Source: an optimization exercise on an open RTL-to-GDS flow (aim: small area). Production flows keep margins and buffers that such runs may drop.
Where RTL was checked, it was by simulation tests only, not by an equivalence proof against the original.
The clock port is modelled as an ideal driver; clocking choices that lean on that would not hold on a real chip.

==> amber: inputs <==
==> flow/design.v <==
`timescale 1ns/100ps
module fifo_ctl_top
(
    input  logic        clk,
    input  logic        rst,
    input  logic [63:0] i_rx_data,           
    input  logic        i_rx_valid,
    output logic [31:0] o_tx_data,
    output logic [1:0]  o_tx_tag,            
    output logic [1:0]  o_tx_ctx,
    output logic        o_tx_valid,
    input  logic        i_tx_ready
);
    logic        magic_ok;
    logic        is_loop;
    logic        is_cmd;
    logic [15:0] cmd_addr;
    logic [15:0] cmd_mask;
    logic [15:0] cmd_value;
    logic [2:0]  off;
    logic        rw_hit;
    logic        ro_hit;
    logic        do_read;
    logic        do_write;
    assign magic_ok  = i_rx_valid && (i_rx_data[7:0] == 8'h77);
    assign is_loop   = magic_ok && (i_rx_data[9:8] == 2'b10);
    assign is_cmd    = magic_ok && (i_rx_data[9:8] == 2'b11);
    assign cmd_addr  = i_rx_data[31:16];
    assign cmd_mask  = {i_rx_data[39:32], i_rx_data[47:40]};
    assign cmd_value = {i_rx_data[55:48], i_rx_data[63:56]};
    assign off       = cmd_addr[2:0];
    assign rw_hit    = cmd_addr[15] && (cmd_addr[14:3] == 12'd0) && (off != 3'd7);
    assign ro_hit    = !cmd_addr[15] && (cmd_addr[14:4] == 11'd0) && (cmd_addr[3:0] != 4'hf);
    assign do_read   = is_cmd && i_rx_data[12];
    assign do_write  = is_cmd && i_rx_data[13] && rw_hit;
    logic [7:0]  rw_b [0:7];
    logic [15:0] send_count;
    logic        send_en;
    logic        do_count;
    logic        resp_afull;
    assign send_count = {rw_b[5], rw_b[4]};
    assign send_en    = rw_b[2][0];
    assign do_count   = !do_read && !do_write && !resp_afull && send_en &&
                        (send_count != 16'h0000);
    logic [15:0] count_dec;
    assign count_dec = send_count - 16'd1;
    logic [7:0] v_par [0:1];
    logic [7:0] m_par [0:1];
    logic [7:0] touch;
    assign v_par[0] = off[0] ? cmd_value[15:8] : cmd_value[7:0];
    assign v_par[1] = off[0] ? cmd_value[7:0]  : cmd_value[15:8];
    assign m_par[0] = off[0] ? cmd_mask[15:8]  : cmd_mask[7:0];
    assign m_par[1] = off[0] ? cmd_mask[7:0]   : cmd_mask[15:8];
    always_comb
        for (int b = 0; b < 8; b++)
            touch[b] = do_write && ((b < 7 && off == 3'(b)) || (b > 0 && off == 3'(b - 1)));
    always_ff @(posedge clk)
    begin
        for (int b = 0; b < 8; b++)
            for (int j = 0; j < 8; j++)
            begin
                if (rst)
                    rw_b[b][j] <= (b == 0) ? 1'((8'hcd >> j) & 1) :
                                  (b == 1) ? 1'((8'hef >> j) & 1) : 1'b0;
                else if (touch[b] && m_par[b % 2][j])
                    rw_b[b][j] <= v_par[b % 2][j];
                else if (do_count && (b == 4 || b == 5))
                    rw_b[b][j] <= count_dec[(b - 4) * 8 + j];
            end
    end
    logic [15:0] rw_rd;          
    logic [19:0] resp_in;
    always_comb
    begin
        logic [7:0] ev;
        logic [7:0] od;
        ev = rw_b[{off[2:1] + 2'(off[0]), 1'b0}];
        od = rw_b[{off[2:1], 1'b1}];
        rw_rd = off[0] ? {od, ev} : {ev, od};
    end
    always_comb
    begin
        if (do_read)
            resp_in = rw_hit ? {1'b1, off, rw_rd} : {3'b000, ro_hit, cmd_addr};
        else
            resp_in = {4'b1111, send_count};
    end
    function automatic logic [15:0] ro_data(input logic hit, input logic [3:0] a);
        logic [127:0] img;
        logic [7:0]   lo;
        logic [7:0]   hi;
        img = 128'hc0ffee01_0005_0201_00000010_0000_ab89;
        lo  = img[{a, 3'b000} +: 8];
        hi  = img[{a + 4'd1, 3'b000} +: 8];
        if (hit)
            ro_data = {lo, hi};
        else
            ro_data = 16'h0000;
    endfunction
    logic [33:0] loop_mem [0:15];
    logic [19:0] resp_mem [0:15];
    logic [3:0]  loop_wp, loop_rp, resp_wp, resp_rp;
    logic [4:0]  loop_cnt, resp_cnt;         
    logic        loop_pend, resp_pend;       
    logic        loop_ne, resp_ne;           
    logic        loop_full, resp_full;       
    logic        resp_af;                    
    logic [4:0]  loop_cnt_nx, resp_cnt_nx;
    logic        loop_wr, resp_wr;
    logic        loop_pop, resp_pop;
    logic        load_ok;
    assign resp_afull = resp_af;
    assign load_ok  = !o_tx_valid || i_tx_ready;
    assign loop_pop = load_ok && loop_ne;
    assign resp_pop = load_ok && !loop_ne && resp_ne;
    assign loop_cnt_nx = loop_cnt + 5'(loop_pend) - 5'(loop_pop);
    assign resp_cnt_nx = resp_cnt + 5'(resp_pend) - 5'(resp_pop);
    assign loop_wr = !rst && is_loop && (!loop_full || loop_pop);
    assign resp_wr = !rst && (do_read || do_count) && (!resp_full || resp_pop);
    always_ff @(posedge clk)
    begin
        if (rst)
        begin
            loop_wp   <= '0;
            loop_rp   <= '0;
            loop_cnt  <= '0;
            loop_pend <= 1'b0;
            loop_ne   <= 1'b0;
            loop_full <= 1'b0;
            resp_wp   <= '0;
            resp_rp   <= '0;
            resp_cnt  <= '0;
            resp_pend <= 1'b0;
            resp_ne   <= 1'b0;
            resp_full <= 1'b0;
            resp_af   <= 1'b0;
        end
        else
        begin
            loop_cnt  <= loop_cnt_nx;
            loop_pend <= loop_wr;
            loop_ne   <= (loop_cnt_nx != 5'd0);
            loop_full <= (loop_cnt_nx + 5'(loop_wr) == 5'd16);
            resp_cnt  <= resp_cnt_nx;
            resp_pend <= resp_wr;
            resp_ne   <= (resp_cnt_nx != 5'd0);
            resp_full <= (resp_cnt_nx + 5'(resp_wr) == 5'd16);
            resp_af   <= (resp_cnt_nx >= 5'd12);
            if (loop_wr)
                loop_wp <= loop_wp + 4'd1;
            if (resp_wr)
                resp_wp <= resp_wp + 4'd1;
            if (loop_pop)
                loop_rp <= loop_rp + 4'd1;
            if (resp_pop)
                resp_rp <= resp_rp + 4'd1;
        end
    end
    always_ff @(posedge clk)
    begin
        if (loop_wr)
            loop_mem[loop_wp] <= {i_rx_data[11:10], i_rx_data[63:32]};
        if (resp_wr)
            resp_mem[resp_wp] <= resp_in;
    end
    logic [33:0] loop_head;
    logic [19:0] resp_head;
    logic [31:0] resp_word;
    always_comb
    begin
        loop_head = '0;
        resp_head = '0;
        for (int i = 0; i < 16; i++)
        begin
            loop_head = loop_head | ({34{loop_ne && loop_rp == 4'(i)}} & loop_mem[i]);
            resp_head = resp_head | ({20{!loop_ne && resp_rp == 4'(i)}} & resp_mem[i]);
        end
    end
    always_comb
    begin
        if (!resp_head[19])
            resp_word = {resp_head[15:0], ro_data(resp_head[16], resp_head[3:0])};
        else if (resp_head[18:16] == 3'd7)
            resp_word = {16'hfffe, resp_head[15:0]};
        else
            resp_word = {13'h1000, resp_head[18:16], resp_head[15:0]};
    end
    logic tag_resp;
    always_ff @(posedge clk)
    begin
        if (rst)
            o_tx_valid <= 1'b0;
        else if (load_ok)
            o_tx_valid <= loop_pop || resp_pop;
    end
    always_ff @(posedge clk)
    begin
        if (loop_pop || resp_pop)
        begin
            o_tx_data <= loop_head[31:0] | resp_word;
            o_tx_ctx  <= loop_head[33:32];
            tag_resp  <= !loop_ne;
        end
    end
    assign o_tx_tag = {1'b1, tag_resp};
endmodule
==> flow/flow/run.sh <==
#!/bin/bash
# Standard layout, with the port buffers made from buf_2 cells instead of the
# default delay buffer. Every tool's output goes to its own log in this folder.
set -o pipefail
cp standard.sh standard_sh_copy.txt
export BUFFER_PORTS_ARGS="-buffer_cell sky130_fd_sc_hd__buf_2"
bash standard.sh > standard.log 2>&1
==> flow/standard.sh <==
#!/bin/bash
# synth_recipe.tcl (not shown) runs the flow's synth.tcl, then flattens the netlist and writes it again
# the make line also repeats each setting of config.mk as NAME=value (left out here)
make -C /OpenROAD-flow-scripts/flow DESIGN_CONFIG=/design/flow/config.mk WORK_HOME=/design/flow/orfs CLKGATE_MAP_FILE= SYNTH_SCRIPT=/design/flow/synth_recipe.tcl "${@:-finish}"
==> flow/config.mk <==
export PLATFORM = sky130hd
export DESIGN_NAME = fifo_ctl_top
export DESIGN_NICKNAME = fifo_ctl_top
export VERILOG_FILES = /design/flow/design.v
export SDC_FILE = /design/flow/constraint.sdc
export NUM_CORES = 4
export LEC_CHECK = 0
export CAP_MARGIN = 0
export CORE_MARGIN = 2
export CORE_UTILIZATION = 55
export CTS_BUF_LIST = sky130_fd_sc_hd__clkbuf_16
export CTS_CLUSTER_DIAMETER = 100
export CTS_CLUSTER_SIZE = 30
export SLEW_MARGIN = 0
==> flow/constraint.sdc <==
create_clock -name core_clock -period 4.0 [get_ports {clk}]
set_input_delay 0.8000 -clock core_clock [delete_from_list [all_inputs] [get_ports {clk}]]
set_output_delay 0.8000 -clock core_clock [all_outputs]
set_load 0.01 [all_outputs]
==> inputs of indigo, as changes to amber <==
==> flow/flow/run.sh (replaced) <==
#!/bin/bash
# Standard layout with these changes: the port buffers are buf_2 cells instead of
# the default delay buffer; the resizer may use every buffer size; power recovery
# downsizes gates off the critical paths after global routing; and a hook after
# global routing repairs any slew, capacitance or setup violations that left.
# Every tool's output goes to its own log in this folder.
set -o pipefail
F="$(pwd)/flow"
export BUFFER_PORTS_ARGS="-buffer_cell sky130_fd_sc_hd__buf_2"
export RECOVER_POWER=100
export PRE_FLOORPLAN_TCL="$F/opt_config.tcl"
export PRE_GLOBAL_PLACE_TCL="$F/opt_config.tcl"
export PRE_RESIZE_TCL="$F/opt_config.tcl"
export PRE_CTS_TCL="$F/opt_config.tcl"
export PRE_GLOBAL_ROUTE_TCL="$F/opt_config.tcl"
export POST_GLOBAL_ROUTE_TCL="$F/post_grt.tcl"
bash standard.sh > standard.log 2>&1
==> flow/flow/opt_config.tcl (new file) <==
# Let the resizer choose among all buffer sizes, not only a pruned few
set_opt_config -disable_buffer_pruning
==> flow/flow/post_grt.tcl (new file) <==
# Runs at the end of global routing, after power recovery has downsized gates off the
# critical paths: fix any slew, capacitance or setup violations the downsizing left,
# then route the changed nets again and rewrite the route guides.
puts "post_grt: repair after power recovery"
log_cmd estimate_parasitics -global_routing
log_cmd global_route -start_incremental
log_cmd repair_design -slew_margin 10 -cap_margin 10 -match_cell_footprint -verbose
log_cmd detailed_placement
log_cmd global_route -end_incremental -congestion_report_file $::env(REPORTS_DIR)/congestion_post_grt_hook1.rpt
log_cmd estimate_parasitics -global_routing
log_cmd global_route -start_incremental
log_cmd repair_timing -setup -setup_margin 0.1 -repair_tns 100 -match_cell_footprint -verbose
log_cmd detailed_placement
log_cmd global_route -end_incremental -congestion_report_file $::env(REPORTS_DIR)/congestion_post_grt_hook2.rpt
log_cmd estimate_parasitics -global_routing
report_tns
report_wns
log_cmd write_guides $::env(RESULTS_DIR)/route.guide
==> inputs of quartz, as changes to amber <==
--- a/flow/design.v
+++ b/flow/design.v
@@ -20,5 +20,4 @@
     logic [2:0]  off;
     logic        rw_hit;
-    logic        ro_hit;
     logic        do_read;
     logic        do_write;
@@ -31,5 +30,4 @@
     assign off       = cmd_addr[2:0];
     assign rw_hit    = cmd_addr[15] && (cmd_addr[14:3] == 12'd0) && (off != 3'd7);
-    assign ro_hit    = !cmd_addr[15] && (cmd_addr[14:4] == 11'd0) && (cmd_addr[3:0] != 4'hf);
     assign do_read   = is_cmd && i_rx_data[12];
     assign do_write  = is_cmd && i_rx_data[13] && rw_hit;
@@ -45,14 +43,4 @@
     logic [15:0] count_dec;
     assign count_dec = send_count - 16'd1;
-    logic [7:0] v_par [0:1];
-    logic [7:0] m_par [0:1];
-    logic [7:0] touch;
-    assign v_par[0] = off[0] ? cmd_value[15:8] : cmd_value[7:0];
-    assign v_par[1] = off[0] ? cmd_value[7:0]  : cmd_value[15:8];
-    assign m_par[0] = off[0] ? cmd_mask[15:8]  : cmd_mask[7:0];
-    assign m_par[1] = off[0] ? cmd_mask[7:0]   : cmd_mask[15:8];
-    always_comb
-        for (int b = 0; b < 8; b++)
-            touch[b] = do_write && ((b < 7 && off == 3'(b)) || (b > 0 && off == 3'(b - 1)));
     always_ff @(posedge clk)
     begin
@@ -63,6 +51,8 @@
                     rw_b[b][j] <= (b == 0) ? 1'((8'hcd >> j) & 1) :
                                   (b == 1) ? 1'((8'hef >> j) & 1) : 1'b0;
-                else if (touch[b] && m_par[b % 2][j])
-                    rw_b[b][j] <= v_par[b % 2][j];
+                else if (do_write && b < 7 && off == 3'(b) && cmd_mask[j])
+                    rw_b[b][j] <= cmd_value[j];
+                else if (do_write && b > 0 && off == 3'(b - 1) && cmd_mask[8 + j])
+                    rw_b[b][j] <= cmd_value[8 + j];
                 else if (do_count && (b == 4 || b == 5))
                     rw_b[b][j] <= count_dec[(b - 4) * 8 + j];
@@ -73,25 +63,24 @@
     always_comb
     begin
-        logic [7:0] ev;
-        logic [7:0] od;
-        ev = rw_b[{off[2:1] + 2'(off[0]), 1'b0}];
-        od = rw_b[{off[2:1], 1'b1}];
-        rw_rd = off[0] ? {od, ev} : {ev, od};
+        rw_rd = 16'h0000;
+        for (int b = 0; b < 7; b++)
+            if (off == 3'(b))
+                rw_rd = {rw_b[b], rw_b[b + 1]};
     end
     always_comb
     begin
         if (do_read)
-            resp_in = rw_hit ? {1'b1, off, rw_rd} : {3'b000, ro_hit, cmd_addr};
+            resp_in = rw_hit ? {1'b1, off, rw_rd} : {4'b0000, cmd_addr};
         else
             resp_in = {4'b1111, send_count};
     end
-    function automatic logic [15:0] ro_data(input logic hit, input logic [3:0] a);
+    function automatic logic [15:0] ro_data(input logic [15:0] a);
         logic [127:0] img;
         logic [7:0]   lo;
         logic [7:0]   hi;
         img = 128'hc0ffee01_0005_0201_00000010_0000_ab89;
-        lo  = img[{a, 3'b000} +: 8];
-        hi  = img[{a + 4'd1, 3'b000} +: 8];
-        if (hit)
+        lo  = img[{a[3:0], 3'b000} +: 8];
+        hi  = img[{a[3:0] + 4'd1, 3'b000} +: 8];
+        if (a[15:4] == 12'd0 && a[3:0] != 4'hf)
             ro_data = {lo, hi};
         else
@@ -173,6 +162,6 @@
         for (int i = 0; i < 16; i++)
         begin
-            loop_head = loop_head | ({34{loop_ne && loop_rp == 4'(i)}} & loop_mem[i]);
-            resp_head = resp_head | ({20{!loop_ne && resp_rp == 4'(i)}} & resp_mem[i]);
+            loop_head = loop_head | ({34{loop_rp == 4'(i)}} & loop_mem[i]);
+            resp_head = resp_head | ({20{resp_rp == 4'(i)}} & resp_mem[i]);
         end
     end
@@ -180,5 +169,5 @@
     begin
         if (!resp_head[19])
-            resp_word = {resp_head[15:0], ro_data(resp_head[16], resp_head[3:0])};
+            resp_word = {resp_head[15:0], ro_data(resp_head[15:0])};
         else if (resp_head[18:16] == 3'd7)
             resp_word = {16'hfffe, resp_head[15:0]};
@@ -196,9 +185,15 @@
     always_ff @(posedge clk)
     begin
-        if (loop_pop || resp_pop)
-        begin
-            o_tx_data <= loop_head[31:0] | resp_word;
+        if (loop_pop)
+        begin
+            o_tx_data <= loop_head[31:0];
             o_tx_ctx  <= loop_head[33:32];
-            tag_resp  <= !loop_ne;
+            tag_resp  <= 1'b0;
+        end
+        else if (resp_pop)
+        begin
+            o_tx_data <= resp_word;
+            o_tx_ctx  <= 2'b00;
+            tag_resp  <= 1'b1;
         end
     end
==> flow/run.sh (new file) <==
#!/bin/bash
# synth_recipe.tcl (not shown) runs the flow's synth.tcl, then flattens the netlist and writes it again
# the make line also repeats each setting of config.mk as NAME=value (left out here)
make -C /OpenROAD-flow-scripts/flow DESIGN_CONFIG=/design/flow/config.mk WORK_HOME=/design/flow/orfs CLKGATE_MAP_FILE= SYNTH_SCRIPT=/design/flow/synth_recipe.tcl finish
==> flow/config.mk (replaced) <==
export PLATFORM = sky130hd
export DESIGN_NAME = fifo_ctl_top
export DESIGN_NICKNAME = fifo_ctl_top
export VERILOG_FILES = /design/flow/design.v
export SDC_FILE = /design/flow/constraint.sdc
export NUM_CORES = 4
export LEC_CHECK = 0
export CAP_MARGIN = 20
export CORE_MARGIN = 2
export CORE_UTILIZATION = 40
export SLEW_MARGIN = 20
removed: flow/flow/run.sh
removed: flow/standard.sh
==> results.json <==
{
  "gp_congestion": 0.897,
  "area_growth_pct": 9.94,
  "cp_top_family": "adder cells",
  "status": "finished clean",
  "ir_drop_v": 0.000337,
  "drt-met1-wl_um": 48200,
  "synth_edf_count": 899,
  "p_switching_uw": 5300,
  "first_pass_iters": 5,
  "wl_um": 116000,
  "max_stage_delay_ps": 680
}
-- figures above: amber

==> results.json <==
{
  "error": "[ERROR STA-0560] set_opt_config -disable_buffer_pruning missing value.",
  "yosys_warnings": 52,
  "status": "aborted with a tool error",
  "haltStage": "2_1_floorplan"
}
-- figures above: indigo

==> results.json <==
{
  "status": "finished clean",
  "p_switching_uw": 6800,
  "gp_congestion": 0.861,
  "max_stage_delay_ps": 660,
  "first_pass_iters": 6,
  "synth_simple_gate_area_share_pct": 7.08,
  "synth_edf_count": 898,
  "synth_area_mm2": 0.0404,
  "ir_drop_v": 0.000354,
  "reg2reg_setup_slack_ps": 120,
  "wl_um": 127000,
  "area_growth_pct": 18.6,
  "ys_seq_area_share_pct": 71.7,
  "worstPathArrival_ps": 4360,
  "startpoint_type": "flop"
}
-- figures above: quartz

For quartz, only the layout was checked, not whether the RTL still works.

[port drivers added, routing unchanged]
The results above use ideal ports. As a check the final layouts listed here were re-extracted and re-timed, cells and wires unchanged. Step 1, drivers: a clkbuf_16 drives clk and a buf_2 each remaining input, both assumed. Step 2 also shifts input and output timing later by t, the mid clock arrival at the registers, as if the neighbouring blocks saw the same clock. a / b / c = ideal ports / drivers / drivers and shift; a / b = the first two.
run | shift t [ns] | setup WS [ns] | worst setup path after step 2 | slew at the worst register clock pin (ns) | cell pins on the clock port's net
amber | 0.675 | 0.245 / 0.245 / 0.068 | input to register | 0.12 / 0.12 | 1
quartz | 0.746 | 0.115 / 0.115 / -0.112 | input to register | 0.06 / 0.06 | 1
Met with ideal ports but missed after step 2: setup timing in quartz. The setup slack of quartz, which loses most, moves by 0.000 ns with the drivers and by -0.227 ns with both steps.
